This is an optimization exercise on Yosys and OpenROAD, whose aim is small area, a short achievable clock period and few clock cycles, not a production implementation. At most, simulation tests tie the RTL to the original design; equivalence was not proved. Power and IR drop assume default switching activity.

09-27:
## octree_searcher
module octree_searcher
(
  input  logic           clk,
  input  logic           rst_n,
  input  logic           start_i,
  input  octree_pkg::lod_mask_t      lod_mask_i,
  output logic           busy_o,
  output logic           done_o,
  output logic           sram_cen_o,
  output octree_pkg::addr_t          sram_addr_o,
  input  octree_pkg::word_t          sram_q_i,
  output octree_pkg::word_t          feature_o,
  output logic           feature_valid_o,
  input  logic           feature_ready_i
);
==> flow/config.mk <==
export PLATFORM = sky130hd
export DESIGN_NAME = octree_searcher
export DESIGN_NICKNAME = octree_searcher
export VERILOG_FILES = /design/flow/design.v
export SDC_FILE = /design/flow/constraint.sdc
export NUM_CORES = 4
export LEC_CHECK = 0
export ABC_AREA = 1
export CAP_MARGIN = 20
export CORE_MARGIN = 2
export CORE_UTILIZATION = 40
export SETUP_SLACK_MARGIN = 3.4
export SLEW_MARGIN = 20
==> flow/constraint.sdc <==
create_clock -name core_clock -period 6.0 [get_ports {clk}]
set_input_delay 1.2000 -clock core_clock [delete_from_list [all_inputs] [get_ports {clk}]]
set_output_delay 1.2000 -clock core_clock [all_outputs]
set_load 0.01 [all_outputs]
standard.sh (not shown) runs the stock make flow with config.mk's settings and CLKGATE_MAP_FILE= SYNTH_SCRIPT=/design/flow/synth_recipe.tcl, a recipe that flattens the netlist after the stock synthesis.
==> flow/flow/run.sh <==
#!/bin/bash
# Standard ORFS layout, with small buffers on the ports instead of the default choice.
set -euo pipefail
export BUFFER_PORTS_ARGS="-buffer_cell sky130_fd_sc_hd__buf_2"
bash standard.sh > standard_make.log 2>&1
Both conditions hold for 09-27: the flow ran to the end and the final layout passed the timing, DRC and antenna checks.
### 09-27 -> 11-16
-- flow/config.mk --
<<< 09-27, line 10
export CORE_MARGIN = 2
export CORE_UTILIZATION = 40
export SETUP_SLACK_MARGIN = 3.4
export SLEW_MARGIN = 20
>>> 11-16, line 10
export CORE_MARGIN = 2
export CORE_UTILIZATION = 40
export SETUP_SLACK_MARGIN = 3.25
export SLEW_MARGIN = 20
==> comparison <==
- 11-16: no failed stages, no open violations at the end
- For count of nets after finishing, dividing the value from 09-27 by the value from 11-16 gives 1.05.
- Between 09-27 and 11-16, met1 layer wirelength in the final routing decreased.
- Looking at portion of the layout cell area used by non-clock buffers across 09-27 and 11-16, the one that comes out higher is 09-27.
No run of this note included a check of the RTL's function; only the layout flow was run.

---

## lagoon
Another version of the RTL of octree_searcher (not shown whole).
Size: about 71 flip-flops, roughly 160 I/O pins.
==> flow/config.mk <==
export PLATFORM = sky130hd
export DESIGN_NAME = octree_searcher
export DESIGN_NICKNAME = octree_searcher
export VERILOG_FILES = /design/flow/design.v
export SDC_FILE = /design/flow/constraint.sdc
export NUM_CORES = 4
export LEC_CHECK = 0
export ABC_AREA = 1
export CAP_MARGIN = 20
export CORE_MARGIN = 2
export CORE_UTILIZATION = 55
export PLACE_DENSITY = 0.7
export SETUP_SLACK_MARGIN = 3.25
export SLEW_MARGIN = 20
==> flow/constraint.sdc <==
create_clock -name core_clock -period 6.0 [get_ports {clk}]
set_input_delay 1.2000 -clock core_clock [delete_from_list [all_inputs] [get_ports {clk}]]
set_output_delay 1.2000 -clock core_clock [all_outputs]
set_load 0.01 [all_outputs]
==> flow/flow/run.sh <==
#!/bin/bash
# Standard ORFS layout, with small buffers on the ports and a clock tree
# without dummy balancing loads, built from larger sink clusters.
set -euo pipefail
export BUFFER_PORTS_ARGS="-buffer_cell sky130_fd_sc_hd__buf_1"
export CTS_ARGS="-sink_clustering_enable -repair_clock_nets -buf_list sky130_fd_sc_hd__clkbuf_4 -root_buf sky130_fd_sc_hd__clkbuf_8 -sink_clustering_size 40 -sink_clustering_max_diameter 100 -dont_use_dummy_load"
bash standard.sh > standard_make.log 2>&1
lagoon completed; timing, DRC and antenna clean
Testbench counts of lagoon, summed over its fixed seeds: cycles 55,432.
Edits applied to the flow inputs when going from lagoon to amber:
# lagoon
export LEC_CHECK = 0
export ABC_AREA = 1
export CAP_MARGIN = 20
export CORE_MARGIN = 2
export CORE_UTILIZATION = 55
export PLACE_DENSITY = 0.7
export SETUP_SLACK_MARGIN = 3.25
export SLEW_MARGIN = 20
create_clock -name core_clock -period 6.0 [get_ports {clk}]
# amber
export LEC_CHECK = 0
export ABC_AREA = 1
export CAP_MARGIN = 20
export CORE_MARGIN = 2
export CORE_UTILIZATION = 40
export SETUP_SLACK_MARGIN = 3.25
export SLEW_MARGIN = 20
export TNS_END_PERCENT = 10
create_clock -name core_clock -period 6.0 [get_ports {clk}]
-- flow/flow/run.sh --
<<< lagoon, line 6
export CTS_ARGS="-sink_clustering_enable -repair_clock_nets -buf_list sky130_fd_sc_hd__clkbuf_4 -root_buf sky130_fd_sc_hd__clkbuf_8 -sink_clustering_size 40 -sink_clustering_max_diameter 100 -dont_use_dummy_load"
>>> amber, line 6
export CTS_ARGS="-sink_clustering_enable -repair_clock_nets -buf_list sky130_fd_sc_hd__clkbuf_8 -sink_clustering_size 40 -sink_clustering_max_diameter 100 -dont_use_dummy_load"
amber completed end to end with timing, DRC and antenna clean.
Final standard cell area without fillers | amber above lagoon
| power density over the cells | amber vs lagoon | 5.9 mW/mm^2 lower |
Minimum clock period was lower in lagoon than in amber.
Final worst setup slack: amber vs lagoon down 0.12 ns
Between lagoon and amber, the net total in the final layout does not differ in any meaningful way.
From lagoon to amber the numbers moved as follows: routed wire length dropped 320 um; met1 demand-to-capacity share in global routing dropped 10 points.
Compared with lagoon, amber instantiates a larger number of standard cells.
For nickel, these inputs were changed with respect to amber:
# amber
export LEC_CHECK = 0
export ABC_AREA = 1
export CAP_MARGIN = 20
export CORE_MARGIN = 2
export CORE_UTILIZATION = 40
export SETUP_SLACK_MARGIN = 3.25
export SLEW_MARGIN = 20
export TNS_END_PERCENT = 10
create_clock -name core_clock -period 6.0 [get_ports {clk}]
# nickel
export LEC_CHECK = 0
export ABC_AREA = 1
export CAP_MARGIN = 20
export CORE_MARGIN = 2
export CORE_UTILIZATION = 65
export PLACE_DENSITY = 0.8
export SETUP_SLACK_MARGIN = 3.25
export SLEW_MARGIN = 20
create_clock -name core_clock -period 6.0 [get_ports {clk}]
-- flow/flow/run.sh --
<<< amber, line 6
export CTS_ARGS="-sink_clustering_enable -repair_clock_nets -buf_list sky130_fd_sc_hd__clkbuf_8 -sink_clustering_size 40 -sink_clustering_max_diameter 100 -dont_use_dummy_load"
>>> nickel, line 6
export CTS_ARGS="-sink_clustering_enable -repair_clock_nets -buf_list sky130_fd_sc_hd__clkbuf_16 -sink_clustering_size 40 -sink_clustering_max_diameter 100 -dont_use_dummy_load"
## What came out
Comparing peak fanout along the critical path for amber and nickel, the bigger number came from nickel.
Via count of the first global-routing pass (nickel over amber): decrease, about 4%
[nickel] final-layout non-clock buffer area share fell 0.49 points relative to amber
nickel ended up with a lower die area than amber did.
Modified inputs, juniper compared to nickel
# nickel
export LEC_CHECK = 0
export ABC_AREA = 1
export CAP_MARGIN = 20
export CORE_MARGIN = 2
export CORE_UTILIZATION = 65
export PLACE_DENSITY = 0.8
export SETUP_SLACK_MARGIN = 3.25
export SLEW_MARGIN = 20
create_clock -name core_clock -period 6.0 [get_ports {clk}]
# juniper
export LEC_CHECK = 0
export ABC_AREA = 1
export CAP_MARGIN = 20
export CORE_MARGIN = 2
export CORE_UTILIZATION = 40
export SETUP_SLACK_MARGIN = 3.3
export SLEW_MARGIN = 20
create_clock -name core_clock -period 6.0 [get_ports {clk}]
-- flow/flow/run.sh --
<<< nickel, line 6
export CTS_ARGS="-sink_clustering_enable -repair_clock_nets -buf_list sky130_fd_sc_hd__clkbuf_16 -sink_clustering_size 40 -sink_clustering_max_diameter 100 -dont_use_dummy_load"
>>> juniper, line 6
export CTS_ARGS="-sink_clustering_enable -repair_clock_nets -buf_list sky130_fd_sc_hd__clkbuf_8 -sink_clustering_size 40 -sink_clustering_max_diameter 100 -dont_use_dummy_load"
[summary]
Compared with nickel, juniper shows power share of the clock group lower by 4.3 points.
On number of filler cells placed in the layout, the lower figure sits with nickel, not juniper.
juniper vs nickel — die area climbed by more than half

---

The RTL this note starts from:
==> flow/design.v <==
`default_nettype none
package octree_pkg;
  typedef logic [16-1:0]   addr_t;
  typedef logic [64-1:0]   word_t;
  typedef logic [3-1:0]  level_t;
  typedef logic [12-1:0]    pos_t;
  typedef logic [12-1:0]   slot_t;
  typedef logic [4-1:0] lod_mask_t;
  typedef enum logic [1:0] {WALK_IDLE, WALK_POP, WALK_READ, WALK_SCAN} walk_state_e;
  typedef enum logic [1:0] {FETCH_IDLE, FETCH_READ, FETCH_WAIT, FETCH_HOLD} fetch_state_e;
endpackage
`default_nettype wire
`timescale 1ns/1ps
`default_nettype none
import octree_pkg::*;
module octree_searcher
(
  input  logic           clk,
  input  logic           rst_n,
  input  logic           start_i,
  input  octree_pkg::lod_mask_t      lod_mask_i,
  output logic           busy_o,
  output logic           done_o,
  output logic           sram_cen_o,
  output octree_pkg::addr_t          sram_addr_o,
  input  octree_pkg::word_t          sram_q_i,
  output octree_pkg::word_t          feature_o,
  output logic           feature_valid_o,
  input  logic           feature_ready_i
);
  function automatic logic [2:0] ffs8(input logic [7:0] m);
    ffs8 = m[0] ? 3'd0 : m[1] ? 3'd1 : m[2] ? 3'd2 : m[3] ? 3'd3 :
           m[4] ? 3'd4 : m[5] ? 3'd5 : m[6] ? 3'd6 : 3'd7;
  endfunction
  logic        s_idle, s_issue, s_data, s_dec, s_adv, s_done;
  logic        qfeat_q;    
  logic [1:0]  lvl_q;      
  logic [1:0]  dep_q;      
  logic [7:0]  m0_q, m1_q, m2_q;   
  logic [7:0]  cap_q;      
  logic [9:0]  slot_q;     
  logic        fbusy_q;
  logic [7:0]  fa_q;       
  logic [7:0]  fmask_q;    
  logic [1:0]  fk_q;       
  logic        freq, ffire;
  assign freq  = fbusy_q && !s_issue && !s_idle;
  assign ffire = freq && (!qfeat_q || feature_ready_i);
  assign sram_cen_o  = qfeat_q && !feature_ready_i;
  assign sram_addr_o = (s_issue || s_idle) ? {8'b0, slot_q[9:2]} : {5'b0, 1'b1, fa_q, fk_q};
  assign feature_o       = sram_q_i;
  assign feature_valid_o = qfeat_q;
  assign busy_o          = !s_idle;
  assign done_o          = s_done && !fbusy_q && !qfeat_q;
  logic [7:0] fafter, frest;
  logic       f_last, f_accept;
  logic [2:0] fn;
  always_comb begin
    for (int j = 0; j < 8; j++) fafter[j] = (fa_q[2:0] != 3'd0) && (3'(j) >= fa_q[2:0]);
  end
  assign frest    = fmask_q & fafter;
  assign f_last   = (fk_q == 2'd3) && (frest == 8'd0);
  assign f_accept = !fbusy_q || (ffire && f_last);
  assign fn       = ffs8(frest);
  logic [15:0] lane;
  logic [7:0]  cbits, sbits;
  assign lane = sram_q_i[{slot_q[1:0], 4'b0000} +: 16];
  always_comb begin
    for (int i = 0; i < 8; i++) begin
      cbits[i] = lane[2*i];
      sbits[i] = lane[2*i+1];
    end
  end
  logic leaf, any;
  assign leaf = (dep_q == lvl_q);
  assign any  = |cap_q;
  logic [7:0] mp, mp_rest, after;
  logic       more;
  logic [2:0] n;
  always_comb begin
    for (int j = 0; j < 8; j++) after[j] = (slot_q[2:0] != 3'd0) && (3'(j) >= slot_q[2:0]);
  end
  assign mp      = (dep_q == 2'd1) ? m0_q : (dep_q == 2'd2) ? m1_q : m2_q;
  assign mp_rest = mp & after;
  assign more    = (dep_q != 2'd0) && (mp_rest != 8'd0);
  assign n       = ffs8(mp_rest);
  logic [3:0] lod_above;
  logic       has_next_lvl;
  logic [1:0] next_lvl;
  always_comb begin
    for (int i = 0; i < 4; i++) lod_above[i] = lod_mask_i[i] && (2'(i) > lvl_q);
    has_next_lvl = |lod_above;
    next_lvl = lod_above[1] ? 2'd1 : lod_above[2] ? 2'd2 : 2'd3;
  end
  logic [2:0] ic;
  logic [9:0] child_slot, sib_slot, par_slot;
  logic [6:0] lo_inc, hi_inc, hi_dec;
  always_comb begin
    lo_inc     = slot_q[6:0] + 7'd1;
    hi_inc     = slot_q[9:3] + 7'd1;
    hi_dec     = slot_q[9:3] - 7'd1;
    ic         = ffs8(cap_q);
    child_slot = {(ic == 3'd7) ? lo_inc : slot_q[6:0], 3'(ic + 3'd1)};
    sib_slot   = {(n == 3'd7) ? hi_inc : slot_q[9:3], 3'(n + 3'd1)};
    par_slot   = {3'd0, (slot_q[2:0] == 3'd0) ? hi_dec : slot_q[9:3]};
  end
  logic dec_desc, dec_hold, handoff, adv, adv_sib, adv_up, adv_end;
  assign dec_desc = s_dec && !leaf && any;
  assign dec_hold = s_dec && leaf && any && !f_accept;
  assign handoff  = s_dec && leaf && any && f_accept;
  assign adv      = s_adv || (s_dec && !dec_desc && !dec_hold);
  assign adv_sib  = adv && more;
  assign adv_up   = adv && !more && (dep_q != 2'd0);
  assign adv_end  = adv && (dep_q == 2'd0);
  logic [7:0] fa_next;
  assign fa_next = {(fn == 3'd7) ? fa_q[7:3] + 5'd1 : fa_q[7:3], 3'(fn + 3'd1)};
  always_ff @(posedge clk or negedge rst_n) begin
    if (!rst_n) begin
      s_idle    <= 1'b1;
      s_issue   <= 1'b0;
      s_data    <= 1'b0;
      s_dec     <= 1'b0;
      s_adv     <= 1'b0;
      s_done    <= 1'b0;
      qfeat_q   <= 1'b0;
      fbusy_q   <= 1'b0;
      fk_q      <= 2'd0;
      slot_q    <= 10'd0;
    end else begin
      qfeat_q <= ffire || (qfeat_q && !feature_ready_i);
      if (ffire) begin
        fk_q <= fk_q + 2'd1;
        if (f_last) fbusy_q <= 1'b0;
      end
      if (handoff) fbusy_q <= 1'b1;
      if (s_idle && start_i) begin
        s_idle <= 1'b0;
        if (lod_mask_i == 4'd0) s_done <= 1'b1;
        else s_data <= 1'b1;
      end
      if (s_issue && (!qfeat_q || feature_ready_i)) begin
        s_issue <= 1'b0;
        s_data  <= 1'b1;
      end
      if (s_data) begin
        s_data <= 1'b0;
        s_dec  <= 1'b1;
      end
      if (dec_desc) begin
        s_dec   <= 1'b0;
        s_issue <= 1'b1;
        slot_q  <= child_slot;
      end
      if (adv) begin
        s_dec <= 1'b0;
        s_adv <= adv_up;
      end
      if (adv_sib) begin
        s_issue <= 1'b1;
        slot_q  <= sib_slot;
      end
      if (adv_up) slot_q <= par_slot;
      if (adv_end) begin
        slot_q <= 10'd0;
        if (has_next_lvl) s_issue <= 1'b1;
        else s_done <= 1'b1;
      end
      if (done_o) begin
        s_done <= 1'b0;
        s_idle <= 1'b1;
      end
    end
  end
  always_ff @(posedge clk) begin
    if (s_idle && start_i) begin
      dep_q <= 2'd0;
      lvl_q <= lod_mask_i[0] ? 2'd0 : lod_mask_i[1] ? 2'd1 : lod_mask_i[2] ? 2'd2 : 2'd3;
    end
    if (s_data) cap_q <= leaf ? sbits : cbits;
    if (dec_desc) begin
      dep_q <= dep_q + 2'd1;
      case (dep_q)
        2'd0: m0_q <= cap_q;
        2'd1: m1_q <= cap_q;
        default: m2_q <= cap_q;
      endcase
    end
    if (adv_up) dep_q <= dep_q - 2'd1;
    if (adv_end) lvl_q <= next_lvl;
    if (ffire && (fk_q == 2'd3)) fa_q <= fa_next;
    if (handoff) begin
      fa_q    <= child_slot[7:0];
      fmask_q <= cap_q;
    end
  end
endmodule
`default_nettype wire
==> flow/config.mk <==
export PLATFORM = sky130hd
export DESIGN_NAME = octree_searcher
export DESIGN_NICKNAME = octree_searcher
export VERILOG_FILES = /design/flow/design.v
export SDC_FILE = /design/flow/constraint.sdc
export NUM_CORES = 4
export LEC_CHECK = 0
export ABC_AREA = 1
export CAP_MARGIN = 20
export CORE_MARGIN = 2
export CORE_UTILIZATION = 55
export PLACE_DENSITY = 0.7
export SETUP_SLACK_MARGIN = 3.25
export SLEW_MARGIN = 20
==> flow/constraint.sdc <==
create_clock -name core_clock -period 6.0 [get_ports {clk}]
set_input_delay 1.2000 -clock core_clock [delete_from_list [all_inputs] [get_ports {clk}]]
set_output_delay 1.2000 -clock core_clock [all_outputs]
set_load 0.01 [all_outputs]
==> flow/flow/run.sh <==
#!/bin/bash
# Standard ORFS layout with three changes in how it is made:
# - synthesis maps the logic for area only (abc_area.script beside this file
#   replaces ORFS's area script; the timing repair later sizes what needs it),
# - small buffers on the ports,
# - a clock tree without dummy balancing loads.
set -euo pipefail
rm -rf orfs_scripts
cp -r "$FLOW_HOME/scripts" orfs_scripts
cp flow/abc_area.script orfs_scripts/abc_area.script
export SCRIPTS_DIR="$PWD/orfs_scripts"
export BUFFER_PORTS_ARGS="-buffer_cell sky130_fd_sc_hd__buf_1"
export CTS_ARGS="-sink_clustering_enable -repair_clock_nets -buf_list sky130_fd_sc_hd__clkbuf_8 -sink_clustering_size 40 -sink_clustering_max_diameter 100 -dont_use_dummy_load"
bash standard.sh > standard_make.log 2>&1
==> flow/flow/abc_area.script <==
strash
dch
amap
topo
Testbench counts at the start, summed over its fixed seeds: cycles 55,432.
Change:
==> flow/flow/run.sh (replaced) <==
#!/bin/bash
# Standard ORFS layout, with small buffers on the ports and a clock tree
# without dummy balancing loads, built from larger sink clusters.
set -euo pipefail
export BUFFER_PORTS_ARGS="-buffer_cell sky130_fd_sc_hd__buf_1"
export CTS_ARGS="-sink_clustering_enable -repair_clock_nets -buf_list sky130_fd_sc_hd__clkbuf_8 -sink_clustering_size 40 -sink_clustering_max_diameter 100 -dont_use_dummy_load"
bash standard.sh > standard_make.log 2>&1
--- a/flow/config.mk
+++ b/flow/config.mk
@@ -9,6 +9,6 @@
 export CAP_MARGIN = 20
 export CORE_MARGIN = 2
-export CORE_UTILIZATION = 55
-export PLACE_DENSITY = 0.7
+export CORE_UTILIZATION = 60
+export PLACE_DENSITY = 0.75
 export SETUP_SLACK_MARGIN = 3.25
 export SLEW_MARGIN = 20
removed: flow/flow/abc_area.script
Result: Cell count goes up by 13%. Sequential power is higher by 3.2%. Flip-flop and latch count stays the same. Synthesized area rose by 13%. Total power is lower by 16%. First-iteration DRC count came out lower by 43%. Wire length decreases by 9.3%. Cell area decreases by 7.9%. Core utilization decreases by 8.9 points.
Change:
--- a/flow/config.mk
+++ b/flow/config.mk
@@ -9,6 +9,6 @@
 export CAP_MARGIN = 20
 export CORE_MARGIN = 2
-export CORE_UTILIZATION = 60
-export PLACE_DENSITY = 0.75
+export CORE_UTILIZATION = 70
+export PLACE_DENSITY = 0.85
 export SETUP_SLACK_MARGIN = 3.25
 export SLEW_MARGIN = 20
=> Design area rose by about 0.7%; count of clock-buffer cells in the layout does not change; die area goes down by about 14%.

-- afterwards: timing with drivers on the ports --
How much do the figures lean on ideal ports? The routed layouts below were timed once more, with nothing changed but the port constraints.
Step 1 (the two cells are an assumption about what drives the block):
set clk [get_ports {clk}]
set_driving_cell -lib_cell sky130_fd_sc_hd__clkbuf_16 $clk
set_driving_cell -lib_cell sky130_fd_sc_hd__buf_2 [delete_from_list [all_inputs] $clk]
Step 2 also shifts input and output timing later by t, the mid clock arrival at the registers, as if the neighbouring blocks saw the same clock.
Slacks: no drivers / after step 1 / after step 2; pairs: no drivers / after step 1.
| run | t, ns | setup slack, ns | latest minus earliest clock arrival (ns) | worst register clock-pin slew, ns | pins driven straight from the clock port |
|---|---|---|---|---|---|
| 09-27 | 0.376 | 3.251 / 3.195 / 3.115 | 0.011 / 0.011 | 0.06 / 0.06 | 1 |
| 11-16 | 0.373 | 3.261 / 3.229 / 3.084 | 0.007 / 0.008 | 0.06 / 0.06 | 1 |
| lagoon | 0.371 | 3.277 / 3.251 / 3.020 | 0.016 / 0.015 | 0.07 / 0.07 | 1 |
| amber | 0.370 | 3.158 / 3.137 / 3.019 | 0.040 / 0.040 | 0.09 / 0.09 | 1 |
| nickel | 0.359 | 3.242 / 3.211 / 3.097 | 0.016 / 0.016 | 0.06 / 0.06 | 1 |
| juniper | 0.376 | 3.238 / 3.206 / 3.082 | 0.040 / 0.041 | 0.10 / 0.10 | 1 |
| the first run of note 3 | 0.377 | 3.062 / 3.066 / 2.689 | 0.021 / 0.020 | 0.08 / 0.08 | 1 |
| the second run of note 3 | 0.379 | 3.251 / 3.212 / 3.133 | 0.026 / 0.026 | 0.08 / 0.08 | 1 |
| the third run of note 3 | 0.370 | 3.251 / 3.228 / 3.016 | 0.025 / 0.025 | 0.08 / 0.08 | 1 |
After both steps every run listed still meets setup and hold. For the first run of note 3, which loses most, drivers alone change the setup slack by +0.004 ns; drivers and shift together by -0.373 ns.
